This design comes from an exercise in tuning for small area and a short achievable clock period on the open sky130 flow, not from production work.
The RTL was checked by simulation tests, not by an equivalence proof against the original design.
Power and IR drop assume default switching activity.

$ cat run.sh
#!/bin/bash
# synth_recipe.tcl (not shown) runs the flow's synth.tcl, then flattens the netlist and writes it again
# the make line also repeats each setting of config.mk as NAME=value (left out here)
make -C /OpenROAD-flow-scripts/flow DESIGN_CONFIG=/design/flow/config.mk WORK_HOME=/design/flow/orfs CLKGATE_MAP_FILE= SYNTH_SCRIPT=/design/flow/synth_recipe.tcl finish
$ cat config.mk
export PLATFORM = sky130hd
export DESIGN_NAME = data_mem_responder
export DESIGN_NICKNAME = data_mem_responder
export VERILOG_FILES = /design/flow/design.v
export SDC_FILE = /design/flow/constraint.sdc
export NUM_CORES = 4
export LEC_CHECK = 0
export CAP_MARGIN = 20
export CORE_MARGIN = 2
export CORE_UTILIZATION = 40
export SLEW_MARGIN = 20
$ cat constraint.sdc
create_clock -name core_clock -period 6.0 [get_ports {clk}]
set_input_delay 1.2000 -clock core_clock [delete_from_list [all_inputs] [get_ports {clk}]]
set_output_delay 1.2000 -clock core_clock [all_outputs]
set_load 0.01 [all_outputs]
$ cat design.v
module data_mem_responder #(
  parameter int DEPTH       = 64,
  parameter int WAIT_STATES = 2
) (
  input  logic        clk,
  input  logic        reset,
  input  logic        req_valid,
  output logic        req_ready,
  input  logic        req_write,
  input  logic [31:0] req_addr,
  input  logic [31:0] req_wdata,
  input  logic [3:0]  req_be,
  output logic        rsp_valid,
  input  logic        rsp_ready,
  output logic [31:0] rsp_rdata,
  output logic        rsp_err
);
  localparam int AW = $clog2(DEPTH);
  localparam logic [7:0] CNT_INIT = 8'(WAIT_STATES > 0 ? WAIT_STATES - 1 : 0);
  typedef enum logic [1:0] {IDLE, WAIT, RESP} state_t;
  state_t      state_q, state_d;
  logic [7:0]  cnt_q, cnt_d;
  logic        wr_q, wr_d, err_q, err_d;
  logic [31:0] addr_q, addr_d, wdata_q, wdata_d, rdata_q, rdata_d;
  logic [3:0]  be_q, be_d;
  logic [31:0] mem [DEPTH];
  logic          commit, c_wr, c_err;
  logic [31:0]   c_addr, c_wdata, c_word, merged;
  logic [3:0]    c_be;
  logic [AW-1:0] c_idx;
  assign c_wr    = state_q == IDLE ? req_write : wr_q;
  assign c_addr  = state_q == IDLE ? req_addr  : addr_q;
  assign c_wdata = state_q == IDLE ? req_wdata : wdata_q;
  assign c_be    = state_q == IDLE ? req_be    : be_q;
  assign c_idx   = c_addr[AW+1:2];
  assign c_word  = mem[c_idx];
  assign commit  = (state_q == WAIT && cnt_q == 8'd0) ||
                   (state_q == IDLE && req_valid && WAIT_STATES == 0);
  assign c_err = (|c_addr[1:0]) || (|c_addr[31:AW+2]);
  always_comb begin
    merged = c_word;
    for (int i = 0; i < 4; i++)
      if (c_be[i]) merged[8*i +: 8] = c_wdata[8*i +: 8];
  end
  always_comb begin
    state_d = state_q;
    cnt_d   = cnt_q;
    wr_d    = wr_q;
    addr_d  = addr_q;
    wdata_d = wdata_q;
    be_d    = be_q;
    rdata_d = rdata_q;
    err_d   = err_q;
    case (state_q)
      IDLE: if (req_valid) begin
        wr_d    = req_write;
        addr_d  = req_addr;
        wdata_d = req_wdata;
        be_d    = req_be;
        cnt_d   = CNT_INIT;
        state_d = WAIT_STATES == 0 ? RESP : WAIT;
      end
      WAIT: begin
        cnt_d   = cnt_q == 8'd0 ? 8'd0 : cnt_q - 8'd1;
        state_d = cnt_q == 8'd0 ? RESP : WAIT;
      end
      RESP:    state_d = rsp_ready ? IDLE : RESP;
      default: state_d = IDLE;
    endcase
    if (commit) begin
      rdata_d = (c_wr || c_err) ? 32'd0 : c_word;
      err_d   = c_err;
    end
  end
  always_ff @(posedge clk) begin
    if (reset) begin
      state_q <= IDLE;
      cnt_q   <= 8'd0;
      wr_q    <= 1'b0;
      addr_q  <= 32'd0;
      wdata_q <= 32'd0;
      be_q    <= 4'd0;
      rdata_q <= 32'd0;
      err_q   <= 1'b0;
    end else begin
      state_q <= state_d;
      cnt_q   <= cnt_d;
      wr_q    <= wr_d;
      addr_q  <= addr_d;
      wdata_q <= wdata_d;
      be_q    <= be_d;
      rdata_q <= rdata_d;
      err_q   <= err_d;
    end
  end
  always_ff @(posedge clk)
    if (!reset && commit && c_wr && !c_err) mem[c_idx] <= merged;
  assign req_ready = state_q == IDLE;
  assign rsp_valid = state_q == RESP;
  assign rsp_rdata = rdata_q;
  assign rsp_err   = err_q;
endmodule
==> results of run 1 <==
worst max path at each step:
stage,endpoint,depth (start not counted),slack [ns],start
after CTS,mem[28][2],12,0.63,state_q[1]
after detailed placement,mem[29][10],12,0.009,req_addr[2]
after global routing,mem[2][15],10,0.42,state_q[1]
after global placement,mem[45][20],13,-0.11,req_addr[2]
final,mem[28][2],12,0.27,state_q[1]
after floorplan,mem[0][31],12,0.35,req_addr[4]
layout make-up:
class / count / area [um2] / area share
diodes: 18 / 45.0 / 0.000454
clock buffers: 263 / 5530 / 0.0557
clock inverters: 131 / 1260 / 0.0127
inverters: 17 / 65.1 / 0.000656
multi-input cells: 2667 / 18400 / 0.186
flip-flops and latches: 2160 / 63700 / 0.642
well taps: 2704 / 3380 / 0.0341
repair buffers: 648 / 6790 / 0.0684
cell families after synthesis:
group,Yosys count,share of synthesized area
muxes,222,0.0275
and+or+nand+nor,947,0.0535
buffers and inverters,372,0.0216
xor gates and xnor gates,5,0.000529
adders and majority gates,2,0.000302
AOI/OAI and AO/OA,1491,0.127
DFF,2160,0.770
flip-flops by register name (all words and copies together), names as in the netlist:
name,cells
be_q,4
wr_q,1
state_q,2
cnt_q,8
rdata_q,32
err_q,1
mem,2048
addr_q,32
wdata_q,32
metrics by stage:
stage | setup TNS [ns] | total power, uW | util | std cells | cell area (um2)
after global routing | 0 | 49100 | 0.481 | 8593 | 99200
final | 0 | 48400 | 0.481 | 8608 | 99300
after CTS | 0 | 47700 | 0.480 | 8589 | 99200
after floorplan | 0 | 26600 | - | 5199 | 82900
after global placement | -6.18 | 34500 | 0.448 | 8195 | 92400
after detailed placement | 0 | 34800 | 0.448 | 8195 | 92400
layout by cell type (no fill, tap or decap), types with 111 or more instances in the layout:
cell type                   instances
sky130_fd_sc_hd__edfxtp_1        2048
sky130_fd_sc_hd__buf_4            408
sky130_fd_sc_hd__nand2_1          371
sky130_fd_sc_hd__a22oi_1          366
sky130_fd_sc_hd__a21oi_1          245
sky130_fd_sc_hd__o21ai_0          215
sky130_fd_sc_hd__clkbuf_16        211
sky130_fd_sc_hd__mux2i_1          173
sky130_fd_sc_hd__o22ai_1          140
sky130_fd_sc_hd__buf_12           132
sky130_fd_sc_hd__nand3_1          123
sky130_fd_sc_hd__nor2_1           111
metal layers:
metal  track usage  vias up
met3         0.107     1238
met1         0.420    29400
li1              -    22100
met5             0        -
met4         0.213       24
met2         0.461     5493
worst max-delay path, stage by stage, from the launching register on:
cell and delay [ns]:
sky130_fd_sc_hd__dfxtp_2 0.60, sky130_fd_sc_hd__or2_4 0.31, sky130_fd_sc_hd__clkinv_2 0.56, sky130_fd_sc_hd__o21ai_2 1.04, sky130_fd_sc_hd__nand2_2 0.73, sky130_fd_sc_hd__nor3_1 0.76
sky130_fd_sc_hd__buf_4 0.24, sky130_fd_sc_hd__or3_1 0.23, sky130_fd_sc_hd__nor4_2 0.08, sky130_fd_sc_hd__buf_4 0.21, sky130_fd_sc_hd__o21ai_1 0.08, sky130_fd_sc_hd__and3_2 0.23
sky130_fd_sc_hd__buf_12 0.23
power groups by stage:
stage	registers [uW]	clock network, uW	logic, uW
after floorplan	20600	0	6060
after global placement	20400	0	14100
after detailed placement	20400	0	14400
after CTS	20100	13200	14400
after global routing	20100	13800	15200
final	20100	13200	15100
==> run summary, run 1 <==
Max Fanout on Critical Path=64; width of the die=459 um; P_leak=0.0317 uW; Final nets=5779; origin of the worst min-delay path=rdata_q[19]; EDFF count, synth=2048; proportion of netlist area held by the largest area contributor=0.742; kind of capture point of the worst setup path=flop; Max Clk Rate=175 MHz; number of buffers added by the clock tree synthesis step=210; count of hold-fix buffers inserted at cts=0; vias after detailed routing=58300; most used standard cell by instance count after synthesis=sky130_fd_sc_hd__edfxtp_1; sequential power share=0.415; routed wirelength normalized by instance count=40.4 um; clock period minus final worst setup slack=5.73 ns; launching element type of the critical path=flop; type of the worst min-delay path=flop to flop; TritonCTS Sinks=2160; unrepaired setup endpoints after global routing=false; Top Ports=108; total standard cell area after synthesis=82800 um2; Port Buf Inserts=107; area enclosed by the die boundary=211000 um2; CTS tree=done; routed wl met3=54.8 mm; Post-Route Skew=0.0442 ns; Setup Fix Bufs, Post-CTS=0; required time at the endpoint of the critical path=6.61 ns; FF-to-FF End=mem[28][2]; number of pins exceeding their max-slew limit in the final report=0; fraction of synthesis flops using an asynchronous set or reset pin=0; routed wl met2=146 mm; effective utilization at floorplan=0.401; Root Driver=sky130_fd_sc_hd__clkbuf_16; final hold violation count=0; clock-pin slew on the worst setup and hold paths=0.06 ns; top post-synthesis cells by area=sky130_fd_sc_hd__edfxtp_1 (74%), sky130_fd_sc_hd__a22oi_1 (3.3%), sky130_fd_sc_hd__dfxtp_1 (2.7%); power share of the clock group=0.272; worst max-slew margin expressed relative to the limit=0.136; design internal power=31500 uW; unique cell type count in the Yosys netlist=100; number of detailed-route iterations in the first pass=10; leftover overflow at the end of global routing=0; type of the worst setup path=flop to flop; area of the core=206000 um2; reg-to-reg setup timing slack=0.27 ns; DRC violation total after the first TritonRoute iteration=11000; worst hold path cell count=1; power spent charging and discharging nets=16900 uW; total routed wire length on the met1 layer=119 mm; Comb power frac=0.313; total of endpoints with negative setup slack in the final report=0; worst voltage drop across the vdd grid=0.000318 V; beginning of the worst register-to-register path=state_q[1]; maximum number of pins on one net before global-route repair=75; post-synthesis sequential area ratio=0.770; top cell type by total area after synthesis=sky130_fd_sc_hd__edfxtp_1; highest metal layer with signal wires=met5; fillers=17300; ratio of routed vias to standard cells=6.77; H-tree Lvls=4; Remaining DRCs=0; antenna violation net count after detailed routing=0; transition time at the pin with the least slew margin=1.29 ns; maximum root-to-sink buffer count=3; warnings from Yosys=1; Sw Ratio=0.349; total of flip-flops plus latches after synthesis=2160; detailed-route wire length=348 mm; global placer's final weighted congestion=0.959; Syn Area/Cell=15.9 um2; number of cells traversed by the worst register-to-register path=12; most common library cells after synthesis=sky130_fd_sc_hd__edfxtp_1 (2048), sky130_fd_sc_hd__nand2_1 (381), sky130_fd_sc_hd__a22oi_1 (367), sky130_fd_sc_hd__a21oi_1 (245), sky130_fd_sc_hd__o21ai_0 (218); Placement Rows=167; Hold Path Sink=rdata_q[19]; Period Utilization, post-route=0.955; final worst hold slack=0.454 ns; most used flip-flop cell after synthesis=sky130_fd_sc_hd__edfxtp_1; total of cells resized after clock tree synthesis=0; wire length of the first global-routing pass=465 mm; data arrival time of the worst path=6.33 ns; cell count after synthesis=5199; status=no timing/DRC/antenna violations; Clock Latency Late Sink=0.88 ns; aggregate global-route resource usage=0.323; power per cell area=488 nW/um2; vertical die dimension=459 um; initial antenna violation count=21; layout-stage area growth over the synthesis result=19.8%; Syn Nets=5274; detailed placement HPWL=214 mm; vias in the first global route=53900; fraction of final layout cells with drive strength greater than 1=0.180; setup slack after layout=0.273 ns; post-placement worst setup slack=0.00892 ns; max-cap check violation count=0
==> run 2, diff against run 1 <==
==> design.v (replaced) <==
module data_mem_responder #(
  parameter int DEPTH       = 64,
  parameter int WAIT_STATES = 2
) (
  input  logic        clk,
  input  logic        reset,
  input  logic        req_valid,
  output logic        req_ready,
  input  logic        req_write,
  input  logic [31:0] req_addr,
  input  logic [31:0] req_wdata,
  input  logic [3:0]  req_be,
  output logic        rsp_valid,
  input  logic        rsp_ready,
  output logic [31:0] rsp_rdata,
  output logic        rsp_err
);
  localparam int AW = $clog2(DEPTH);
  logic idle_q, w1_q, w2_q, resp_q;
  always_ff @(posedge clk) begin
    if (reset) begin
      idle_q <= 1'b1;
      w1_q   <= 1'b0;
      w2_q   <= 1'b0;
      resp_q <= 1'b0;
    end else begin
      idle_q <= (idle_q & ~req_valid) | (resp_q & rsp_ready);
      w1_q   <= idle_q & req_valid;
      w2_q   <= w1_q;
      resp_q <= w2_q | (resp_q & ~rsp_ready);
    end
  end
  logic [AW-1:0] idx_q;
  logic          err_q, wr_q;
  logic [31:0]   wdata_q;
  logic [3:0]    be_q;
  logic          a_err;
  assign a_err = (|req_addr[1:0]) | (|req_addr[31:AW+2]);
  always_ff @(posedge clk)
    if (idle_q) begin
      idx_q   <= req_addr[AW+1:2];
      err_q   <= a_err;
      wr_q    <= req_write;
      wdata_q <= req_wdata;
      be_q    <= req_be;
    end
  logic [31:0] mem [DEPTH];
  always_ff @(posedge clk)
    if (resp_q && wr_q && !err_q)
      for (int i = 0; i < 4; i++)
        if (be_q[i]) mem[idx_q][8*i +: 8] <= wdata_q[8*i +: 8];
  logic [31:0] rdata_q;
  always_ff @(posedge clk)
    if (w2_q) rdata_q <= (wr_q || err_q) ? 32'd0 : mem[idx_q];
  assign req_ready = idle_q;
  assign rsp_valid = resp_q;
  assign rsp_rdata = rdata_q;
  assign rsp_err   = err_q;
endmodule
==> run 2 against run 1 <==
Final cell count shrank 11%. Via count fell by 17%. Clock power about the same. Total power down 35%. Utilization decreased by 2.6 points. Non-clock buffer count is 408 lower. Area after synthesis is 1.5% lower. Highest routed layer unchanged. First-iteration DRC count fell by 34%. Critical endpoint is now rdata_q[25].
==> run summary, run 2 <==
worst path cell trace=buf_4 -> buf_4 -> and2_4 -> buf_4 -> a22oi_1 -> o22ai_1 -> a211oi_1 -> a41oi_1 (was or2_4 -> clkinv_2 -> o21ai_2 -> nand2_2 -> nor3_1 -> buf_4 -> or3_1 -> nor4_2 -> buf_4 -> o21ai_1 -> and3_2 -> buf_12); EDFF count, synth=2124 (was 2048); worst hold path cell count=1 (unchanged); Total Negative Setup Slacks=0 ns (unchanged); CTS tree=done (unchanged); type of the worst min-delay path=flop to flop (unchanged); launching element type of the critical path=flop (unchanged); power per cell area=344 nW/um2 (was 488 nW/um2); kind of capture point of the worst setup path=flop (unchanged); routed wirelength normalized by instance count=32.9 um (was 40.4 um); maximum number of pins on one net before global-route repair=109 (was 75); count of hold-fix buffers inserted at cts=0 (unchanged); unrepaired setup endpoints after global routing=false (unchanged); H-tree Lvls=4 (unchanged); Hold Path Sink=w2_q (was rdata_q[19]); total of flip-flops plus latches after synthesis=2128 (was 2160); Placement Rows=165 (was 167); Clock Latency Late Sink=0.86 ns (was 0.88 ns); worst max-slew margin expressed relative to the limit=0.205 (was 0.136); total of cells resized after clock tree synthesis=0 (unchanged); aggregate global-route resource usage=0.238 (was 0.323); ratio of routed vias to standard cells=6.32 (was 6.77); biggest regs=mem (2048), rdata_q (32), wdata_q (32); data arrival time of the worst path=4.95 ns (was 6.33 ns); transition time at the pin with the least slew margin=1.19 ns (was 1.29 ns); total standard cell area after synthesis=81600 um2 (was 82800 um2); fraction of final layout cells with drive strength greater than 1=0.114 (was 0.180); proportion of netlist area held by the largest area contributor=0.782 (was 0.742); Final nets=4918 (was 5779); global placer's final weighted congestion=0.878 (was 0.959); vertical die dimension=456 um (was 459 um); type of the worst setup path=flop to flop (unchanged); number of cells traversed by the worst register-to-register path=8 (was 12); final hold violation count=0 (unchanged); Max Clk Rate=234 MHz (was 175 MHz); area enclosed by the die boundary=208000 um2 (was 211000 um2); most common library cell in the layout ignoring fill and taps=sky130_fd_sc_hd__edfxtp_1 (unchanged); Remaining DRCs=0 (unchanged); leftover overflow at the end of global routing=0 (unchanged); warnings from Yosys=1 (unchanged); setup slack after layout=1.72 ns (was 0.273 ns); number of pins exceeding their max-slew limit in the final report=0 (unchanged); total of endpoints with negative setup slack in the final report=0 (unchanged); beginning of the worst register-to-register path=idx_q[0] (was state_q[1]); top post-synthesis cells by area=sky130_fd_sc_hd__edfxtp_1 (78%), sky130_fd_sc_hd__a221oi_1 (4.2%), sky130_fd_sc_hd__a22oi_1 (2.6%) (was sky130_fd_sc_hd__edfxtp_1 (74%), sky130_fd_sc_hd__a22oi_1 (3.3%), sky130_fd_sc_hd__dfxtp_1 (2.7%)); most used standard cell by instance count after synthesis=sky130_fd_sc_hd__edfxtp_1 (unchanged); Port Buf Inserts=107 (unchanged); DRC violation total after the first TritonRoute iteration=7243 (was 11000); number of detailed-route iterations in the first pass=5 (was 10); detailed-route wire length=253 mm (was 348 mm); post-synthesis sequential area ratio=0.783 (was 0.770); antenna violation net count after detailed routing=0 (unchanged); Top Ports=108 (unchanged); maximum root-to-sink buffer count=3 (unchanged); clock period minus final worst setup slack=4.28 ns (was 5.73 ns); reg-to-reg setup timing slack=1.72 ns (was 0.27 ns); vias in the first global route=46400 (was 53900); status=no timing/DRC/antenna violations (unchanged); P_leak=0.0281 uW (was 0.0317 uW); Most flops, register=mem (unchanged); Total Power=31700 uW (was 48400 uW); initial antenna violation count=10 (was 21); Max Fanout on Critical Path=47 (was 64); worst voltage drop across the vdd grid=0.000267 V (was 0.000318 V); Period Utilization, post-route=0.713 (was 0.955); origin of the worst min-delay path=w1_q (was rdata_q[19]); delay of the slowest cell on the worst path=0.87 ns (was 1.04 ns); TritonCTS Sinks=2128 (was 2160); max-cap check violation count=0 (unchanged); Crit-path slowest cell=sky130_fd_sc_hd__o22ai_1 (was sky130_fd_sc_hd__o21ai_2); required time at the endpoint of the critical path=6.67 ns (was 6.61 ns); detailed placement HPWL=151 mm (was 214 mm); most common library cells after synthesis=sky130_fd_sc_hd__edfxtp_1 (2124), sky130_fd_sc_hd__nor2_1 (446), sky130_fd_sc_hd__a221oi_1 (393), sky130_fd_sc_hd__a22oi_1 (282), sky130_fd_sc_hd__buf_2 (173) (was sky130_fd_sc_hd__edfxtp_1 (2048), sky130_fd_sc_hd__nand2_1 (381), sky130_fd_sc_hd__a22oi_1 (367), sky130_fd_sc_hd__a21oi_1 (245), sky130_fd_sc_hd__o21ai_0 (218)); fraction of synthesis flops using an asynchronous set or reset pin=0 (unchanged); FF-to-FF End=rdata_q[25] (was mem[28][2]); area of the core=203000 um2 (was 206000 um2); Post-Route Skew=0.0422 ns (was 0.0442 ns); vias after detailed routing=48600 (was 58300); number of flip-flops under the largest register name=2048 (unchanged); Syn Area/Cell=17.1 um2 (was 15.9 um2); wire length of the first global-routing pass=356 mm (was 465 mm); cell count after synthesis=4764 (was 5199); most prevalent standard cell on the critical path=sky130_fd_sc_hd__buf_4 (unchanged); top cell type by total area after synthesis=sky130_fd_sc_hd__edfxtp_1 (unchanged); most frequent cells in the layout=sky130_fd_sc_hd__edfxtp_1 (2124), sky130_fd_sc_hd__nor2_1 (438), sky130_fd_sc_hd__a221oi_1 (393) (was sky130_fd_sc_hd__edfxtp_1 (2048), sky130_fd_sc_hd__buf_4 (408), sky130_fd_sc_hd__nand2_1 (371)); most used flip-flop cell after synthesis=sky130_fd_sc_hd__edfxtp_1 (unchanged); clock-pin slew on the worst setup and hold paths=0.06 ns (about the same); Syn Nets=4837 (was 5274); unique cell type count in the Yosys netlist=66 (was 100); Setup Fix Bufs, Post-CTS=0 (unchanged); layout-stage area growth over the synthesis result=13.0% (was 19.8%); width of the die=456 um (was 459 um); effective utilization at floorplan=0.403 (was 0.401); number of buffers added by the clock tree synthesis step=210 (unchanged); Root Driver=sky130_fd_sc_hd__clkbuf_16 (unchanged); post-placement worst setup slack=1.95 ns (was 0.00892 ns)
==> run 2: changes by cell type after synthesis, moves of 90 or more <==
cell                       before  now
sky130_fd_sc_hd__nor2_1       182  446
sky130_fd_sc_hd__dfxtp_1      112    4
sky130_fd_sc_hd__nand2_1      381  132
sky130_fd_sc_hd__o21ai_0      218  128
sky130_fd_sc_hd__nand3_1      123   12
sky130_fd_sc_hd__a21oi_1      245  109
sky130_fd_sc_hd__a221oi_1      51  393
==> run 2: kinds of logic after synthesis <==
logic type	share of synthesized area
muxes	0.0406
buffers and inverters	0.0228
AOI/OAI and AO/OA	0.118
DFF	0.783
and+or+nand+nor	0.0362
==> run 2: report_power, final <==
group          internal [uW]  total [uW]  switching [uW]
registers              16500       16500            40.2
logic                    580        2220            1640
clock network           7290       12900            5660
==> run 2: worst max-delay path by stage <==
stage          slack [ns]  startpoint  cells past startpoint          end
2_1_floorplan        3.43    idx_q[2]                      8   mem[51][0]
3_3_place_gp         1.96    idx_q[0]                      8  rdata_q[25]
3_5_place_dp         1.95    idx_q[0]                      8  rdata_q[25]
4_1_cts              1.92    idx_q[0]                      8  rdata_q[25]
5_1_grt              1.80    idx_q[0]                      8  rdata_q[25]
6_report             1.72    idx_q[0]                      8  rdata_q[25]
==> run 2: worst max-delay path: cells and delay by family, from the launching register on <==
| kind | cells | cell delay [ns] |
|---|---|---|
| DFF | 1 | 0.40 |
| buffers and inverters | 3 | 1.20 |
| and+or+nand+nor | 1 | 0.66 |
| AOI/OAI and AO/OA | 4 | 1.75 |
==> run 2: area by class of cell <==
cell class,count,area (um2)
Fill cell,17100,110000
Sequential cell,2128,63900
Multi-Input combinational cell,2259,16000
Clock buffer,267,5490
Tap cell,2672,3340
Timing Repair Buffer,240,2270
Clock inverter,115,1190
Inverter,6,31.3
Antenna cell,5,12.5
==> run 2: stage by stage <==
step           hold WS, ns  instance area, um2  utilization  cells
2_1_floorplan        0.414               81600            -   4764
3_3_place_gp         0.424               85500        0.422   7303
3_5_place_dp         0.424               85500        0.422   7303
4_1_cts              0.438               92200        0.455   7685
5_1_grt              0.456               92200        0.455   7688
6_report             0.433               92200        0.455   7692
==> run 2: layer usage <==
layer / GRT usage / vias to the layer above / routed length [um]
met3: 0.0528 / 516 / 27600
met1: 0.329 / 25000 / 98700
met5: 0 / - / 34
met4: 0.0930 / 6 / 10400
li1: - / 19800 / -
met2: 0.366 / 3207 / 117000
==> run 3, diff against run 2 <==
--- a/design.v
+++ b/design.v
@@ -16,5 +16,4 @@
   output logic        rsp_err
 );
-  localparam int AW = $clog2(DEPTH);
   logic idle_q, w1_q, w2_q, resp_q;
   always_ff @(posedge clk) begin
@@ -31,26 +30,59 @@
     end
   end
-  logic [AW-1:0] idx_q;
-  logic          err_q, wr_q;
-  logic [31:0]   wdata_q;
-  logic [3:0]    be_q;
-  logic          a_err;
-  assign a_err = (|req_addr[1:0]) | (|req_addr[31:AW+2]);
+  logic [5:0] cnt_q;
+  logic       seen_reset_q;
+  always_ff @(posedge clk) begin
+    if (reset) seen_reset_q <= 1'b1;
+    if (seen_reset_q || !reset) cnt_q <= cnt_q + 6'd1;
+    else                        cnt_q <= 6'd0;
+  end
+  logic [5:0]  pos_q;
+  logic        err_q, wr_q;
+  logic [31:0] wdata_q;
+  logic [3:0]  be_q;
+  logic        a_err;
+  assign a_err = (|req_addr[1:0]) | (|req_addr[31:8]);
   always_ff @(posedge clk)
     if (idle_q) begin
-      idx_q   <= req_addr[AW+1:2];
+      pos_q   <= req_addr[7:2] + cnt_q;
       err_q   <= a_err;
       wr_q    <= req_write;
       wdata_q <= req_wdata;
       be_q    <= req_be;
+    end else begin
+      pos_q   <= pos_q + 6'd1;
     end
-  logic [31:0] mem [DEPTH];
-  always_ff @(posedge clk)
-    if (resp_q && wr_q && !err_q)
-      for (int i = 0; i < 4; i++)
-        if (be_q[i]) mem[idx_q][8*i +: 8] <= wdata_q[8*i +: 8];
+  logic arm1_q, arm2_q, wact;
+  logic st_ok;
+  assign st_ok = wr_q & ~err_q;
+  always_ff @(posedge clk) begin
+    arm1_q <= w2_q & st_ok & ~reset;
+    arm2_q <= arm1_q;
+  end
+  assign wact = (w2_q & st_ok & ~reset) | arm1_q | arm2_q;
+  logic [31:0] ring_q [64];
+  for (genvar p = 0; p < 64; p++) begin : g_ring
+    localparam int PREV = (p + 63) % 64;
+    if (PREV % 3 == 0) begin : g_port
+      logic wsel;
+      assign wsel = wact && pos_q == 6'(PREV);
+      for (genvar i = 0; i < 4; i++) begin : g_byte
+        always_ff @(posedge clk)
+          ring_q[p][8*i +: 8] <= (wsel && be_q[i]) ? wdata_q[8*i +: 8] : ring_q[PREV][8*i +: 8];
+      end
+    end else begin : g_pass
+      always_ff @(posedge clk)
+        ring_q[p] <= ring_q[PREV];
+    end
+  end
+  logic [31:0] rword;
+  always_comb begin
+    rword = 32'd0;
+    for (int k = 0; k < 32; k++)
+      rword = rword | ({32{pos_q[5:1] == 5'(k)}} & ring_q[2*k]);
+  end
   logic [31:0] rdata_q;
   always_ff @(posedge clk)
-    if (w2_q) rdata_q <= (wr_q || err_q) ? 32'd0 : mem[idx_q];
+    if ((w1_q || w2_q) && !pos_q[0]) rdata_q <= (wr_q || err_q) ? 32'd0 : rword;
   assign req_ready = idle_q;
   assign rsp_valid = resp_q;
--- a/config.mk
+++ b/config.mk
@@ -9,3 +9,4 @@
 export CORE_MARGIN = 2
 export CORE_UTILIZATION = 40
+export SETUP_SLACK_MARGIN = 3.5
 export SLEW_MARGIN = 20
==> run 3 against run 2 <==
Critical endpoint is now rsp_rdata[31]. Global-route usage grew 3.7 points. Hold slack got worse by 0.13 ns. Via count down 19%. Area after synthesis fell by 25%. Clock skew fell by 0.0035 ns. Clock power about the same. Still clean on timing, DRC and antenna. Synthesized cell count is 10% lower. Sequential power down 13%. Critical path type is now flop to output pin. Final area is 16% lower. Sequential cell count rose by 8. Utilization rose by 5.8 points.
==> run summary, run 3 <==
biggest regs=ring_q (2048), rdata_q (32), wdata_q (32) (was mem (2048), rdata_q (32), wdata_q (32)); Period Utilization, post-route=0.447 (was 0.713); post-route design area=77700 um2 (was 92200 um2); most common library cells after synthesis=sky130_fd_sc_hd__dfxtp_1 (2066), sky130_fd_sc_hd__mux2_2 (691), sky130_fd_sc_hd__a22oi_1 (232), sky130_fd_sc_hd__nand3_1 (170), sky130_fd_sc_hd__and3_1 (145) (was sky130_fd_sc_hd__edfxtp_1 (2124), sky130_fd_sc_hd__nor2_1 (446), sky130_fd_sc_hd__a221oi_1 (393), sky130_fd_sc_hd__a22oi_1 (282), sky130_fd_sc_hd__buf_2 (173)); CTS tree=done (unchanged); type of the worst min-delay path=flop to flop (unchanged); fillers=12500 (was 17100); most frequent cells in the layout=sky130_fd_sc_hd__dfxtp_1 (2058), sky130_fd_sc_hd__mux2_2 (492), sky130_fd_sc_hd__mux2_4 (232) (was sky130_fd_sc_hd__edfxtp_1 (2124), sky130_fd_sc_hd__nor2_1 (438), sky130_fd_sc_hd__a221oi_1 (393)); total of flip-flops plus latches after synthesis=2136 (was 2128); transition time at the pin with the least slew margin=1.18 ns (was 1.19 ns); area share of xor/xnor cells in the synthesized design=0.00173 (was 0); fraction of final layout cells with drive strength greater than 1=0.361 (was 0.114); Most flops, register=ring_q (was mem); leftover overflow at the end of global routing=0 (unchanged); vias after detailed routing=39100 (was 48600); count of hold-fix buffers inserted at cts=0 (unchanged); aggregate global-route resource usage=0.275 (was 0.238); Clock Latency Late Sink=0.84 ns (was 0.86 ns); worst max-slew margin expressed relative to the limit=0.216 (was 0.205); largest family of logic cells by synthesized area=multiplexers (was compound AO/OA/AOI/OAI gates); Placement Rows=143 (was 165); top cell type by total area after synthesis=sky130_fd_sc_hd__dfxtp_1 (was sky130_fd_sc_hd__edfxtp_1); routed wirelength normalized by instance count=32.4 um (was 32.9 um); antenna violation net count after detailed routing=0 (unchanged); unrepaired setup endpoints after global routing=true (was false); CP Buf/Inv Count=1 (was 3); Total Negative Setup Slacks=0 ns (unchanged); H-tree Lvls=4 (unchanged); unique cell type count in the Yosys netlist=78 (was 66); top post-synthesis cells by area=sky130_fd_sc_hd__dfxtp_1 (68%), sky130_fd_sc_hd__mux2_2 (13%), sky130_fd_sc_hd__edfxtp_1 (3.5%) (was sky130_fd_sc_hd__edfxtp_1 (78%), sky130_fd_sc_hd__a221oi_1 (4.2%), sky130_fd_sc_hd__a22oi_1 (2.6%)); Remaining DRCs=0 (unchanged); data arrival time of the worst path=1.48 ns (was 4.95 ns); maximum number of pins on one net before global-route repair=42 (was 109); vias in the first global route=38000 (was 46400); proportion of netlist area held by the largest area contributor=0.680 (was 0.782); Syn Area/Cell=14.3 um2 (was 17.1 um2); number of pins exceeding their max-slew limit in the final report=0 (unchanged); Final nets=4838 (was 4918); launch point of the worst path=rdata_q[31] (was idx_q[0]); Port Buf Inserts=107 (unchanged); max-cap check violation count=0 (unchanged); area fraction in and, or, nand and nor cells after synthesis=0.0695 (was 0.0362); mux contribution to synthesized area=0.141 (was 0.0406); Max Clk Rate=373 MHz (was 234 MHz); post-synthesis sequential area ratio=0.714 (was 0.783); most used flip-flop cell after synthesis=sky130_fd_sc_hd__dfxtp_1 (was sky130_fd_sc_hd__edfxtp_1); beginning of the worst register-to-register path=pos_q[1] (was idx_q[0]); effective utilization at floorplan=0.402 (was 0.403); maximum root-to-sink buffer count=3 (unchanged); worst path cell trace=buf_2 (was buf_4 -> buf_4 -> and2_4 -> buf_4 -> a22oi_1 -> o22ai_1 -> a211oi_1 -> a41oi_1); area of the core=152000 um2 (was 203000 um2); status=no timing/DRC/antenna violations (unchanged); clock period minus final worst setup slack=2.68 ns (was 4.28 ns); total of endpoints with negative setup slack in the final report=0 (unchanged); number of detailed-route iterations in the first pass=6 (was 5); Top Ports=108 (unchanged); Syn Nets=4351 (was 4837); detailed-route wire length=225 mm (was 253 mm); final hold violation count=0 (unchanged); P_leak=0.0323 uW (was 0.0281 uW); number of buffers added by the clock tree synthesis step=202 (was 210); Worst path top cell family by delay=flip-flops (was compound AO/OA/AOI/OAI gates); fraction of synthesis flops using an asynchronous set or reset pin=0 (unchanged); TritonCTS Sinks=2136 (was 2128); Post-Route Skew=0.0388 ns (was 0.0422 ns); warnings from Yosys=2 (was 1); origin of the worst min-delay path=ring_q[37][18] (was w1_q); ratio of routed vias to standard cells=5.62 (was 6.32); most used standard cell by instance count after synthesis=sky130_fd_sc_hd__dfxtp_1 (was sky130_fd_sc_hd__edfxtp_1); compound-gate portion of the synthesized area=0.0536 (was 0.118); final core utilization=0.513 (was 0.455); final worst hold slack=0.305 ns (was 0.433 ns); power per cell area=377 nW/um2 (was 344 nW/um2); most common library cell in the layout ignoring fill and taps=sky130_fd_sc_hd__dfxtp_1 (was sky130_fd_sc_hd__edfxtp_1); initial antenna violation count=17 (was 10); EDFF count, synth=70 (was 2124); Total Power=29300 uW (was 31700 uW); worst voltage drop across the vdd grid=0.000254 V (was 0.000267 V); DRC violation total after the first TritonRoute iteration=5121 (was 7243); width of the die=394 um (was 456 um); type of the worst setup path=flop to output pin (was flop to flop); wire length of the first global-routing pass=300 mm (was 356 mm); clock-pin slew on the worst setup and hold paths=0.06 ns (about the same); kind of capture point of the worst setup path=output pin (was flop); area enclosed by the die boundary=155000 um2 (was 208000 um2); Post-DP Area=65400 um2 (was 85500 um2); launching element type of the critical path=flop (unchanged); layout-stage area growth over the synthesis result=27.7% (was 13.0%); vertical die dimension=394 um (was 456 um); number of flip-flops under the largest register name=2048 (unchanged); required time at the endpoint of the critical path=4.80 ns (was 6.67 ns); Max Fanout on Critical Path=1 (was 47); total standard cell area after synthesis=60800 um2 (was 81600 um2); Crit-path slowest cell=sky130_fd_sc_hd__edfxtp_1 (was sky130_fd_sc_hd__o22ai_1); global placer's final weighted congestion=0.881 (was 0.878); delay of the slowest cell on the worst path=0.47 ns (was 0.87 ns); synthesized-area fraction occupied by adder cells=0.00239 (was 0); detailed placement HPWL=128 mm (was 151 mm); cell count after synthesis=4267 (was 4764); Root Driver=sky130_fd_sc_hd__clkbuf_16 (unchanged)
[run 3: repair_timing]
| action | in CTS | in global routing |
|---|---|---|
| setup endpoints to repair | 773 | 610 |
| pin swaps | 84 | 98 |
| resized for setup | 427 | 238 |
| setup buffers | 221 | 73 |
| cloned | 9 | 7 |
[run 3: per-stage QoR]
stage,cells,setup WS (ns)
final,6966,3.32
after global placement,6269,1.75
after detailed placement,6270,1.74
after global routing,6956,3.25
after floorplan,4267,3.20
after CTS,6875,3.23
[run 3: per-layer routing]
| layer | GRT usage | vias up | part of all wire |
|---|---|---|---|
| met4 | 0.129 | 8 | 0.055 |
| met3 | 0.0657 | 630 | 0.10 |
| met2 | 0.415 | 2386 | 0.43 |
| li1 | - | 16300 | - |
| met1 | 0.372 | 19800 | 0.41 |
| met5 | 0 | - | 0.00028 |
[run 3: final cells by class]
class | count | area [um2] | area share
clock buffers | 305 | 6030 | 0.0776
clock inverters | 70 | 821 | 0.0106
diodes | 11 | 27.5 | 0.000354
flip-flops and latches | 2136 | 43500 | 0.560
multi-input cells | 1899 | 19400 | 0.249
well taps | 2030 | 2540 | 0.0327
inverters | 12 | 48.8 | 0.000628
repair buffers | 503 | 5400 | 0.0694
[run 3: cells by family after synthesis]
group                    Yosys count
flip-flops                      2136
multiplexers                     767
XOR/XNOR                          12
AO/OA/AOI/OAI                    416
buffers and inverters            237
adder cells (fa/ha/maj)           11
AND/OR/NAND/NOR                  688
[run 3: where the power goes]
group	switching, uW	leakage, uW	internal [uW]	total [uW]
combinational	1220	0.0116	606	1820
clock	5550	0.00339	7520	13100
sequential	146	0.0173	14300	14400
[run 3: final timing paths]
kind / cells after the start / slack (ns) / to
max: 1 / 3.32 / rsp_rdata[31]
min: 0 / 0.30 / ring_q[38][18]
max reg2reg: 7 / 3.35 / ring_q[19][18]
min reg2reg: 0 / 0.30 / ring_q[38][18]
==> run 4, diff against run 3 <==
--- a/config.mk
+++ b/config.mk
@@ -9,4 +9,3 @@
 export CORE_MARGIN = 2
 export CORE_UTILIZATION = 40
-export SETUP_SLACK_MARGIN = 3.5
 export SLEW_MARGIN = 20
==> run 4 against run 3 <==
Largest power group unchanged. Critical endpoint is now rdata_q[14]. Largest cell class unchanged. Via count fell by 6.4%. Register-to-register slack got worse by 1.4 ns. Final area shrank 8.3%. Still clean.
==> run summary, run 4 <==
area of the core=152000 um2 (unchanged); EDFF count, synth=70 (unchanged); aggregate global-route resource usage=0.257 (was 0.275); maximum root-to-sink buffer count=3 (unchanged); GR Layer Usage met2=0.399 (was 0.415); Most flops, register=ring_q (unchanged); met3 capacity usage during global routing=0.0596 (was 0.0657); effective utilization at floorplan=0.402 (unchanged); Post-Route Skew=0.0260 ns (was 0.0388 ns); data arrival time of the worst path=4.58 ns (was 1.48 ns); setup slack after layout=1.97 ns (was 3.32 ns); Placement Rows=143 (unchanged); transition time at the pin with the least slew margin=1.18 ns (about the same); number of detailed-route iterations in the first pass=5 (was 6); number of buffers added by the clock tree synthesis step=200 (was 202); detailed-route wire length=206 mm (was 225 mm); Remaining DRCs=0 (unchanged); most used standard cell by instance count after synthesis=sky130_fd_sc_hd__dfxtp_1 (unchanged); H-tree Lvls=4 (unchanged); area fraction in and, or, nand and nor cells after synthesis=0.0695 (unchanged); maximum number of pins on one net before global-route repair=74 (was 42); clock period minus final worst setup slack=4.03 ns (was 2.68 ns); biggest regs=ring_q (2048), rdata_q (32), wdata_q (32) (unchanged); Max Fanout on Critical Path=47 (was 1); Setup Fix Bufs, Post-CTS=0 (was 221); unrepaired setup endpoints after global routing=false (was true); TritonCTS Sinks=2136 (unchanged); top post-synthesis cells by area=sky130_fd_sc_hd__dfxtp_1 (68%), sky130_fd_sc_hd__mux2_2 (13%), sky130_fd_sc_hd__edfxtp_1 (3.5%) (unchanged); total of cells resized after clock tree synthesis=0 (was 427); most used flip-flop cell after synthesis=sky130_fd_sc_hd__dfxtp_1 (unchanged); Final Instance Count excl. Fillers=6640 (was 6966); P_leak=0.0289 uW (was 0.0323 uW); met1 capacity usage during global routing=0.344 (was 0.372); type of the worst setup path=flop to flop (was flop to output pin); required time at the endpoint of the critical path=6.55 ns (was 4.80 ns); Syn Area/Cell=14.3 um2 (unchanged); antenna violation net count after detailed routing=0 (unchanged); synthesized-area fraction occupied by adder cells=0.00239 (unchanged); cell total after placement=6263 (was 6270); proportion of netlist area held by the largest area contributor=0.680 (unchanged); number of pins exceeding their max-slew limit in the final report=0 (unchanged); routed wirelength normalized by instance count=31.0 um (was 32.4 um); top cell type by total area after synthesis=sky130_fd_sc_hd__dfxtp_1 (unchanged); global route hottest layer=met2 (unchanged); DRC violation total after the first TritonRoute iteration=4144 (was 5121); area enclosed by the die boundary=155000 um2 (unchanged); post-synthesis sequential area ratio=0.714 (unchanged); clock-pin slew on the worst setup and hold paths=0.06 ns (about the same); total of endpoints with negative setup slack in the final report=0 (unchanged); total standard cell area after synthesis=60800 um2 (unchanged); Port Buf Inserts=107 (unchanged); fraction of synthesis flops using an asynchronous set or reset pin=0 (unchanged); global placer's final weighted congestion=0.868 (was 0.881); leftover overflow at the end of global routing=0 (unchanged); Syn Nets=4351 (unchanged); CTS tree=done (unchanged); Period Utilization, post-route=0.671 (was 0.447); Root Driver=sky130_fd_sc_hd__clkbuf_16 (unchanged); most common library cells after synthesis=sky130_fd_sc_hd__dfxtp_1 (2066), sky130_fd_sc_hd__mux2_2 (691), sky130_fd_sc_hd__a22oi_1 (232), sky130_fd_sc_hd__nand3_1 (170), sky130_fd_sc_hd__and3_1 (145) (unchanged); Final nets=4520 (was 4838); warnings from Yosys=2 (unchanged); ratio of routed vias to standard cells=5.52 (was 5.62); Total Negative Setup Slacks=0 ns (unchanged); max-cap check violation count=0 (unchanged); vias after detailed routing=36600 (was 39100); reg-to-reg setup timing slack=1.97 ns (was 3.35 ns); area share of xor/xnor cells in the synthesized design=0.00173 (unchanged); Top Ports=108 (unchanged); Clock Latency Late Sink=0.84 ns (about the same); width of the die=394 um (unchanged); total of flip-flops plus latches after synthesis=2136 (unchanged); worst voltage drop across the vdd grid=0.000289 V (was 0.000254 V); unique cell type count in the Yosys netlist=78 (unchanged); compound-gate portion of the synthesized area=0.0536 (unchanged); power per cell area=401 nW/um2 (was 377 nW/um2); final hold violation count=0 (unchanged); fraction of final layout cells with drive strength greater than 1=0.270 (was 0.361); worst max-slew margin expressed relative to the limit=0.212 (was 0.216); cell count after synthesis=4267 (unchanged); layout-stage area growth over the synthesis result=17.1% (was 27.7%); count of hold-fix buffers inserted at cts=0 (unchanged); vias in the first global route=35800 (was 38000); largest family of logic cells by synthesized area=multiplexers (unchanged); most common library cell in the layout ignoring fill and taps=sky130_fd_sc_hd__dfxtp_1 (unchanged); mux contribution to synthesized area=0.141 (unchanged); kind of capture point of the worst setup path=flop (was output pin); Max Clk Rate=248 MHz (was 373 MHz); wire length of the first global-routing pass=281 mm (was 300 mm); vertical die dimension=394 um (unchanged); number of flip-flops under the largest register name=2048 (unchanged); fillers=13400 (was 12500); initial antenna violation count=17 (unchanged); status=no timing/DRC/antenna violations (unchanged); detailed placement HPWL=127 mm (was 128 mm); most frequent cells in the layout=sky130_fd_sc_hd__dfxtp_1 (2060), sky130_fd_sc_hd__mux2_2 (691), sky130_fd_sc_hd__a22oi_1 (232) (was sky130_fd_sc_hd__dfxtp_1 (2058), sky130_fd_sc_hd__mux2_2 (492), sky130_fd_sc_hd__mux2_4 (232)); launching element type of the critical path=flop (unchanged); post-placement worst setup slack=1.49 ns (was 1.74 ns); type of the worst min-delay path=flop to flop (unchanged)
==> run 4: cell counts after synthesis <==
No cell type changed its count.
==> run 4: stage by stage <==
step | area (um2) | hold slack [ns] | total power [uW] | utilization
final | 71200 | 0.310 | 28600 | 0.470
after global routing | 71200 | 0.320 | 29300 | 0.470
after CTS | 71200 | 0.308 | 28700 | 0.470
after detailed placement | 64400 | 0.312 | 15800 | 0.425
after global placement | 64400 | 0.310 | 15800 | 0.425
after floorplan | 60800 | 0.310 | 15100 | -
==> run 4: final timing paths <==
path | to | start | depth (start not counted)
worst min register to register | ring_q[18][13] | ring_q[17][13] | 0
worst max register to register | rdata_q[14] | pos_q[4] | 6
worst max-delay path | rdata_q[14] | pos_q[4] | 6
worst min-delay path | ring_q[18][13] | ring_q[17][13] | 0
==> run 4: cell type report <==
| type | instances | area, um2 | share of cell area |
|---|---|---|---|
| Sequential cell | 2136 | 43500 | 0.610 |
| Multi-Input combinational cell | 1894 | 16600 | 0.233 |
| Antenna cell | 5 | 12.5 | 0.000176 |
| Tap cell | 2030 | 2540 | 0.0357 |
| Clock buffer | 304 | 5910 | 0.0830 |
| Inverter | 12 | 45.0 | 0.000632 |
| Clock inverter | 67 | 911 | 0.0128 |
| Timing Repair Buffer | 192 | 1750 | 0.0246 |
==> run 4: power breakdown <==
part,switching [uW],internal (uW)
combinational,851,203
clock,5480,7560
sequential,214,14300
total,6540,22100
==> run 4: cells by family after synthesis <==
group | count (synthesis)
muxes | 767
xor gates and xnor gates | 12
AOI/OAI and AO/OA | 416
and+or+nand+nor | 688
DFF | 2136
buffers and inverters | 237
adders and majority gates | 11
==> run 4: per-layer routing <==
| metal | routed length (um) | vias up |
|---|---|---|
| met3 | 18000 | 465 |
| met4 | 9230 | 12 |
| met1 | 86200 | 18600 |
| li1 | - | 15700 |
| met2 | 92100 | 1840 |
| met5 | 72 | - |
==> run 4: critical path: stages (launching register included) <==
cell and delay (ns):
sky130_fd_sc_hd__dfxtp_4 0.87, sky130_fd_sc_hd__nand2b_1 0.78, sky130_fd_sc_hd__nor2_2 0.74, sky130_fd_sc_hd__buf_4 0.48
sky130_fd_sc_hd__a22oi_1 0.14, sky130_fd_sc_hd__and3_1 0.21, sky130_fd_sc_hd__a41oi_1 0.49
==> run 5, diff against run 4 <==
--- a/config.mk
+++ b/config.mk
@@ -8,4 +8,5 @@
 export CAP_MARGIN = 20
 export CORE_MARGIN = 2
-export CORE_UTILIZATION = 40
+export CORE_UTILIZATION = 60
+export SETUP_SLACK_MARGIN = 3.35
 export SLEW_MARGIN = 20
==> run 5 against run 4 <==
Still clean. Register-to-register slack gained 1.3 ns. Hold slack lost 0.0031 ns. Final area grew 3.7%. Area after synthesis is the same. First-iteration DRC count grew 29%. Synthesized cell count is the same. Routed wire length grew 1.7%. Global-route usage grew 14 points. Via count grew 4.6%. Utilization grew 27 points. Non-clock buffer count grew 202. Critical endpoint is now rdata_q[29].
==> run summary, run 5 <==
status=no timing/DRC/antenna violations (unchanged); met1 capacity usage during global routing=0.549 (was 0.344); met3 capacity usage during global routing=0.0930 (was 0.0596); number of detailed-route iterations in the first pass=6 (was 5); Max Clk Rate=369 MHz (was 248 MHz); Syn Area/Cell=14.3 um2 (unchanged); Most flops, register=ring_q (unchanged); launching element type of the critical path=flop (unchanged); leftover overflow at the end of global routing=0 (unchanged); required time at the endpoint of the critical path=6.52 ns (was 6.55 ns); total of flip-flops plus latches after synthesis=2136 (unchanged); vertical die dimension=322 um (was 394 um); number of pins exceeding their max-slew limit in the final report=0 (unchanged); most frequent cells in the layout=sky130_fd_sc_hd__dfxtp_1 (2060), sky130_fd_sc_hd__mux2_2 (507), sky130_fd_sc_hd__a22oi_1 (232) (was sky130_fd_sc_hd__dfxtp_1 (2060), sky130_fd_sc_hd__mux2_2 (691), sky130_fd_sc_hd__a22oi_1 (232)); number of buffers added by the clock tree synthesis step=192 (was 200); most common library cell in the layout ignoring fill and taps=sky130_fd_sc_hd__dfxtp_1 (unchanged); Hold Path Sink=ring_q[8][16] (was ring_q[18][13]); Placement Rows=116 (was 143); total of endpoints with negative setup slack in the final report=0 (unchanged); Syn Nets=4351 (unchanged); Total Negative Setup Slacks=0 ns (unchanged); EDFF count, synth=70 (unchanged); top cell type by total area after synthesis=sky130_fd_sc_hd__dfxtp_1 (unchanged); top post-synthesis cells by area=sky130_fd_sc_hd__dfxtp_1 (68%), sky130_fd_sc_hd__mux2_2 (13%), sky130_fd_sc_hd__edfxtp_1 (3.5%) (unchanged); worst max-slew margin expressed relative to the limit=0.284 (was 0.212); FF-to-FF End=rdata_q[29] (was rdata_q[14]); global route hottest layer=met2 (unchanged); Period Utilization, post-route=0.452 (was 0.671); Root Driver=sky130_fd_sc_hd__clkbuf_16 (unchanged); power per cell area=385 nW/um2 (was 401 nW/um2); number of flip-flops under the largest register name=2048 (unchanged); most common library cells after synthesis=sky130_fd_sc_hd__dfxtp_1 (2066), sky130_fd_sc_hd__mux2_2 (691), sky130_fd_sc_hd__a22oi_1 (232), sky130_fd_sc_hd__nand3_1 (170), sky130_fd_sc_hd__and3_1 (145) (unchanged); detailed placement HPWL=124 mm (was 127 mm); worst voltage drop across the vdd grid=0.000285 V (was 0.000289 V); effective utilization at floorplan=0.607 (was 0.402); origin of the worst min-delay path=ring_q[7][16] (was ring_q[17][13]); GR Layer Usage met2=0.593 (was 0.399); post-route design area=73900 um2 (was 71200 um2); Post-DP Area=64500 um2 (was 64400 um2); type of the worst setup path=flop to flop (unchanged); total standard cell area after synthesis=60800 um2 (unchanged); P_leak=0.0311 uW (was 0.0289 uW); area of the core=100000 um2 (was 152000 um2); clock-pin slew on the worst setup and hold paths=0.06 ns (about the same); unique cell type count in the Yosys netlist=78 (unchanged); beginning of the worst register-to-register path=pos_q[5] (was pos_q[4]); Total Power=28400 uW (was 28600 uW); vias after detailed routing=38300 (was 36600); unrepaired setup endpoints after global routing=true (was false); Post-Route Skew=0.0270 ns (was 0.0260 ns); biggest regs=ring_q (2048), rdata_q (32), wdata_q (32) (unchanged); Remaining DRCs=0 (unchanged); width of the die=322 um (was 394 um); initial antenna violation count=13 (was 17); DRC violation total after the first TritonRoute iteration=5349 (was 4144); fillers=6541 (was 13400); global placer's final weighted congestion=0.912 (was 0.868); most used standard cell by instance count after synthesis=sky130_fd_sc_hd__dfxtp_1 (unchanged); type of the worst min-delay path=flop to flop (unchanged); Top Ports=108 (unchanged); fraction of final layout cells with drive strength greater than 1=0.321 (was 0.270); fraction of synthesis flops using an asynchronous set or reset pin=0 (unchanged); cell count after synthesis=4267 (unchanged); max-cap check violation count=0 (unchanged); vias in the first global route=37000 (was 35800); maximum number of pins on one net before global-route repair=35 (was 74); antenna violation net count after detailed routing=0 (unchanged); H-tree Lvls=4 (unchanged); TritonCTS Sinks=2136 (unchanged); area enclosed by the die boundary=104000 um2 (was 155000 um2); most used flip-flop cell after synthesis=sky130_fd_sc_hd__dfxtp_1 (unchanged); worst hold path cell count=0 (unchanged); aggregate global-route resource usage=0.400 (was 0.257); routed wirelength normalized by instance count=34.0 um (was 31.0 um); number of cells traversed by the worst register-to-register path=9 (was 6); layout-stage area growth over the synthesis result=21.4% (was 17.1%); Final nets=4715 (was 4520); kind of capture point of the worst setup path=flop (unchanged); wire length of the first global-routing pass=287 mm (was 281 mm); Port Buf Inserts=107 (unchanged); post-synthesis sequential area ratio=0.714 (unchanged); transition time at the pin with the least slew margin=1.07 ns (was 1.18 ns); clock period minus final worst setup slack=2.71 ns (was 4.03 ns); Clock Latency Late Sink=0.82 ns (was 0.84 ns); data arrival time of the worst path=3.23 ns (was 4.58 ns); Max Fanout on Critical Path=9 (was 47); final hold violation count=0 (unchanged); count of hold-fix buffers inserted at cts=0 (unchanged); detailed-route wire length=209 mm (was 206 mm); proportion of netlist area held by the largest area contributor=0.680 (unchanged); ratio of routed vias to standard cells=6.23 (was 5.52); CTS tree=done (unchanged); maximum root-to-sink buffer count=3 (unchanged); reg-to-reg setup timing slack=3.29 ns (was 1.97 ns); warnings from Yosys=2 (unchanged)
-- run 5: cell count changes in the layout (fill, tap and decap cells not counted), sizes merged, moves of 2 or more --
| cell | previous run | this run |
|---|---|---|
| clkbuf | 304 | 300 |
| inv | 25 | 17 |
| clkdlybuf4s15 | 0 | 21 |
| clkdlybuf4s50 | 107 | 71 |
| bufinv | 17 | 15 |
| buf | 85 | 294 |
-- run 5: power breakdown --
group          switching, uW  internal [uW]
registers                152          14300
clock network           5240           7260
logic                   1060            418
-- run 5: stage by stage --
step	hold slack, ns	cells	utilization	setup slack (ns)
2_1_floorplan	0.310	4267	-	3.20
3_3_place_gp	0.310	5590	0.643	1.91
3_5_place_dp	0.312	5591	0.643	1.90
4_1_cts	0.316	6126	0.733	3.34
5_1_grt	0.318	6148	0.736	3.31
6_report	0.307	6152	0.736	3.29
-- run 5: cell families after synthesis --
logic type | after synthesis | share of synthesized area
AO/OA/AOI/OAI | 416 | 0.0536
XOR/XNOR | 12 | 0.00173
adder cells (fa/ha/maj) | 11 | 0.00239
buffers and inverters | 237 | 0.0173
flip-flops | 2136 | 0.714
multiplexers | 767 | 0.141
AND/OR/NAND/NOR | 688 | 0.0695
-- run 5: worst max path at each step --
stage | from | to | slack [ns] | cells after the start
5_1_grt | pos_q[4] | rdata_q[24] | 3.31 | 9
4_1_cts | pos_q[4] | rdata_q[14] | 3.34 | 9
3_5_place_dp | reset | ring_q[4][8] | 1.90 | 7
3_3_place_gp | reset | ring_q[4][11] | 1.91 | 7
2_1_floorplan | reset | ring_q[61][0] | 3.20 | 6
6_report | pos_q[5] | rdata_q[29] | 3.29 | 9
-- run 5: critical path, cell delays in order, from the launching register on --
cell and delay [ns]:
sky130_fd_sc_hd__dfxtp_4 0.50, sky130_fd_sc_hd__buf_12 0.17, sky130_fd_sc_hd__buf_4 0.17, sky130_fd_sc_hd__nand3b_1 0.17, sky130_fd_sc_hd__buf_4 0.16, sky130_fd_sc_hd__nor2_4 0.08
sky130_fd_sc_hd__buf_4 0.27, sky130_fd_sc_hd__a2111oi_2 0.42, sky130_fd_sc_hd__nand3_1 0.12, sky130_fd_sc_hd__o31a_1 0.37
-- run 5: repair_timing --
item / 4_1_cts / 5_1_grt
resized for setup: 258 / 66
endpoints found under the setup margin: 771 / 212
cloned: 2 / 0
setup buffers: 180 / 21
pin swaps: 50 / 3
endpoints found under the hold margin: 0 / 0
-- run 5: final cells by class --
class                   count  area [um2]  share of cell area
inverters                  12        48.8            0.000661
repair buffers            394        3740              0.0507
clock buffers             294        5770              0.0781
clock inverters            59         697             0.00944
well taps                1357        1700              0.0230
diodes                      5        12.5            0.000169
multi-input cells        1895       18400               0.249
flip-flops and latches   2136       43500               0.589
-- run 5: routing by layer --
metal | share of wire | up-vias
met3 | 0.11 | 576
met5 | 0.00019 | -
met1 | 0.41 | 19200
met2 | 0.43 | 2461
li1 | - | 16000
met4 | 0.054 | 6
==> run 6, diff against run 5 <==
--- a/config.mk
+++ b/config.mk
@@ -8,5 +8,6 @@
 export CAP_MARGIN = 20
 export CORE_MARGIN = 2
-export CORE_UTILIZATION = 60
+export CORE_UTILIZATION = 40
+export CTS_BUF_LIST = sky130_fd_sc_hd__clkbuf_8
 export SETUP_SLACK_MARGIN = 3.35
 export SLEW_MARGIN = 20
==> run 6 against run 5 <==
Still clean on timing, DRC and antenna. Final area up 0.72%. Fmax down 8.3%. Clock skew up 0.050 ns. Total power down 2.3%. Via count up 0.58%. Global-route usage down 13 points. Sequential cell count unchanged.
==> run summary, run 6 <==
Syn Nets=4351 (unchanged); EDFF count, synth=70 (unchanged); leftover overflow at the end of global routing=0 (unchanged); effective utilization at floorplan=0.402 (was 0.607); aggregate global-route resource usage=0.270 (was 0.400); number of buffers added by the clock tree synthesis step=341 (was 192); maximum number of pins on one net before global-route repair=38 (was 35); power share of the clock group=0.426 (was 0.440); most used standard cell by instance count after synthesis=sky130_fd_sc_hd__dfxtp_1 (unchanged); launching element type of the critical path=flop (unchanged); clock period minus final worst setup slack=2.95 ns (was 2.71 ns); most used flip-flop cell after synthesis=sky130_fd_sc_hd__dfxtp_1 (unchanged); biggest regs=ring_q (2048), rdata_q (32), wdata_q (32) (unchanged); type of the worst min-delay path=flop to flop (unchanged); power per cell area=373 nW/um2 (was 385 nW/um2); vias after detailed routing=38500 (was 38300); Clock Latency Late Sink=1.04 ns (was 0.82 ns); maximum root-to-sink buffer count=4 (was 3); CP Buf/Inv Count=1 (was 4); detailed-route wire length=216 mm (was 209 mm); Total Negative Setup Slacks=0 ns (unchanged); area enclosed by the die boundary=155000 um2 (was 104000 um2); unique cell type count in the Yosys netlist=78 (unchanged); post-synthesis sequential area ratio=0.714 (unchanged); kind of capture point of the worst setup path=output pin (was flop); max-cap check violation count=0 (unchanged); CTS tree=done (unchanged); TritonCTS Sinks=2136 (unchanged); worst path cell trace=buf_2 (was buf_12 -> buf_4 -> nand3b_1 -> buf_4 -> nor2_4 -> buf_4 -> a2111oi_2 -> nand3_1 -> o31a_1); proportion of netlist area held by the largest area contributor=0.680 (unchanged); initial antenna violation count=16 (was 13); vias in the first global route=37900 (was 37000); wire length of the first global-routing pass=294 mm (was 287 mm); met1 capacity usage during global routing=0.362 (was 0.549); number of pins exceeding their max-slew limit in the final report=0 (unchanged); count of hold-fix buffers inserted at cts=0 (unchanged); Max Fanout on Critical Path=1 (was 9); Crit-path slowest cell=sky130_fd_sc_hd__edfxtp_1 (was sky130_fd_sc_hd__dfxtp_4); most frequent cells in the layout=sky130_fd_sc_hd__dfxtp_1 (2059), sky130_fd_sc_hd__mux2_2 (507), sky130_fd_sc_hd__clkbuf_8 (408) (was sky130_fd_sc_hd__dfxtp_1 (2060), sky130_fd_sc_hd__mux2_2 (507), sky130_fd_sc_hd__a22oi_1 (232)); worst max-slew margin expressed relative to the limit=0.207 (was 0.284); global placer's final weighted congestion=0.874 (was 0.912); transition time at the pin with the least slew margin=1.19 ns (was 1.07 ns); Top Ports=108 (unchanged); most common library cells after synthesis=sky130_fd_sc_hd__dfxtp_1 (2066), sky130_fd_sc_hd__mux2_2 (691), sky130_fd_sc_hd__a22oi_1 (232), sky130_fd_sc_hd__nand3_1 (170), sky130_fd_sc_hd__and3_1 (145) (unchanged); H-tree Lvls=5 (was 4); number of flip-flops under the largest register name=2048 (unchanged); clock-pin slew on the worst setup and hold paths=0.07 ns (was 0.06 ns); top post-synthesis cells by area=sky130_fd_sc_hd__dfxtp_1 (68%), sky130_fd_sc_hd__mux2_2 (13%), sky130_fd_sc_hd__edfxtp_1 (3.5%) (unchanged); top cell type by total area after synthesis=sky130_fd_sc_hd__dfxtp_1 (unchanged); delay of the slowest cell on the worst path=0.52 ns (was 0.50 ns); number of detailed-route iterations in the first pass=8 (was 6); Total Power=27800 uW (was 28400 uW); Worst path top cell family by delay=flip-flops (was compound AO/OA/AOI/OAI gates); most common library cell in the layout ignoring fill and taps=sky130_fd_sc_hd__dfxtp_1 (unchanged); type of the worst setup path=flop to output pin (was flop to flop); Placement Rows=143 (was 116); data arrival time of the worst path=1.75 ns (was 3.23 ns); Root Driver=sky130_fd_sc_hd__clkbuf_8 (was sky130_fd_sc_hd__clkbuf_16); worst voltage drop across the vdd grid=0.000193 V (was 0.000285 V); area of the core=152000 um2 (was 100000 um2); Period Utilization, post-route=0.492 (was 0.452); cell count after synthesis=4267 (unchanged); unrepaired setup endpoints after global routing=true (unchanged); total of flip-flops plus latches after synthesis=2136 (unchanged); Port Buf Inserts=107 (unchanged); vertical die dimension=394 um (was 322 um); Syn Area/Cell=14.3 um2 (unchanged); Most flops, register=ring_q (unchanged); Sw Ratio=0.242 (was 0.227); required time at the endpoint of the critical path=4.80 ns (was 6.52 ns); ratio of routed vias to standard cells=5.49 (was 6.23); Final nets=4834 (was 4715); GR Layer Usage met2=0.410 (was 0.593); DRC violation total after the first TritonRoute iteration=4404 (was 5349); final hold violation count=0 (unchanged); Post-Route Skew=0.0766 ns (was 0.0270 ns); P_leak=0.0320 uW (was 0.0311 uW); total of endpoints with negative setup slack in the final report=0 (unchanged); power spent charging and discharging nets=6710 uW (was 6450 uW); Comb power frac=0.054 (was 0.052); fraction of synthesis flops using an asynchronous set or reset pin=0 (unchanged); total standard cell area after synthesis=60800 um2 (unchanged); Max Clk Rate=339 MHz (was 369 MHz); fillers=13100 (was 6541); design internal power=21100 uW (was 22000 uW); width of the die=394 um (was 322 um); routed wirelength normalized by instance count=30.7 um (was 34.0 um); layout-stage area growth over the synthesis result=22.3% (was 21.4%); antenna violation net count after detailed routing=0 (unchanged); status=no timing/DRC/antenna violations (unchanged); warnings from Yosys=2 (unchanged); fraction of final layout cells with drive strength greater than 1=0.339 (was 0.321); final core utilization=0.491 (was 0.736); Remaining DRCs=0 (unchanged); detailed placement HPWL=128 mm (was 124 mm); sequential power share=0.520 (was 0.508); global route hottest layer=met2 (unchanged); met3 capacity usage during global routing=0.0702 (was 0.0930)
run 6: path summary, 6_finish.rpt:
| kind | start | to | slack [ns] | cells past startpoint |
|---|---|---|---|---|
| setup reg to reg | pos_q[5] | rdata_q[25] | 3.25 | 8 |
| hold reg to reg | ring_q[31][7] | ring_q[32][7] | 0.29 | 0 |
| setup / recovery | rdata_q[14] | rsp_rdata[14] | 3.05 | 1 |
| hold / removal | ring_q[31][7] | ring_q[32][7] | 0.29 | 0 |
run 6: layout make-up:
class	count	area, um2	share of cell area
flip-flops and latches	2136	43500	0.585
multi-input cells	1898	18300	0.247
clock buffers	408	5620	0.0755
inverters	12	48.8	0.000656
well taps	2030	2540	0.0341
clock inverters	166	810	0.0109
repair buffers	361	3530	0.0475
diodes	9	22.5	0.000303
run 6: stage by stage:
stage / hold WS [ns] / setup slack [ns] / std cells / area (um2)
after global routing: 0.298 / 3.04 / 7012 / 74400
after global placement: 0.310 / 1.68 / 6263 / 65300
final: 0.294 / 3.05 / 7020 / 74400
after CTS: 0.288 / 2.98 / 6977 / 73700
after floorplan: 0.310 / 3.20 / 4267 / 61800
after detailed placement: 0.312 / 1.67 / 6264 / 65300
run 6: layer usage:
layer | routed length (um) | part of all wire
met5 | 0 | 0
met4 | 9410 | 0.044
met3 | 21300 | 0.099
met2 | 94700 | 0.44
met1 | 90200 | 0.42
run 6: logic make-up after synthesis:
kind of cell	after synthesis	synth area share
adder cells (fa/ha/maj)	11	0.00239
XOR/XNOR	12	0.00173
AND/OR/NAND/NOR	688	0.0695
AO/OA/AOI/OAI	416	0.0536
buffers and inverters	237	0.0173
multiplexers	767	0.141
flip-flops	2136	0.714
run 6: repair_timing:
item,4_1_cts,5_1_grt
pin swaps,42,21
endpoints found under the setup margin,773,408
buffers inserted,131,34
gates cloned,8,0
resized for setup,319,84
run 6: power groups by stage:
stage                     Sequential, uW  Combinational, uW  Clock [uW]
after floorplan                    14600                468           0
after global placement             14800               1010           0
after detailed placement           14800               1020           0
after CTS                          14500               1350       12000
after global routing               14500               1450       12600
final                              14500               1490       11800

-- separate check: timing with driven ports --
No port has a modelled driver above. Below, the same layouts with a new extraction and two added sets of constraints.
Step 1, drivers: a clkbuf_16 drives clk and a buf_2 each remaining input, both assumed.
Step 2 times the ports against the registers' clock, not the clock port: input delays grow and output delays shrink by t, the midpoint of the rising clock arrivals with the driver on.
Slacks: ideal / step 1 / step 2; pairs: ideal / step 1.
| run | t, ns | setup slack, ns | hold slack, ns | latest minus earliest clock arrival (ns) |
|---|---|---|---|---|
| run 1 | 0.953 | 0.273 / 0.273 / -0.242 | 0.454 / 0.454 / 0.454 | 0.048 / 0.049 |
| run 2 | 0.922 | 1.722 / 1.722 / 1.722 | 0.433 / 0.433 / 0.433 | 0.045 / 0.045 |
| run 3 | 0.911 | 3.318 / 3.232 / 2.649 | 0.305 / 0.305 / 0.305 | 0.039 / 0.039 |
| run 4 | 0.909 | 1.972 / 1.972 / 1.573 | 0.310 / 0.310 / 0.310 | 0.033 / 0.033 |
| run 5 | 0.877 | 3.291 / 3.291 / 2.522 | 0.307 / 0.307 / 0.307 | 0.034 / 0.034 |
| run 6 | 1.078 | 3.047 / 2.969 / 2.265 | 0.294 / 0.294 / 0.294 | 0.081 / 0.080 |
With both steps, setup timing fails in run 1, where it was met with ideal ports. The setup slack of run 6, which loses most, moves by -0.078 ns with the drivers and by -0.782 ns with both steps.
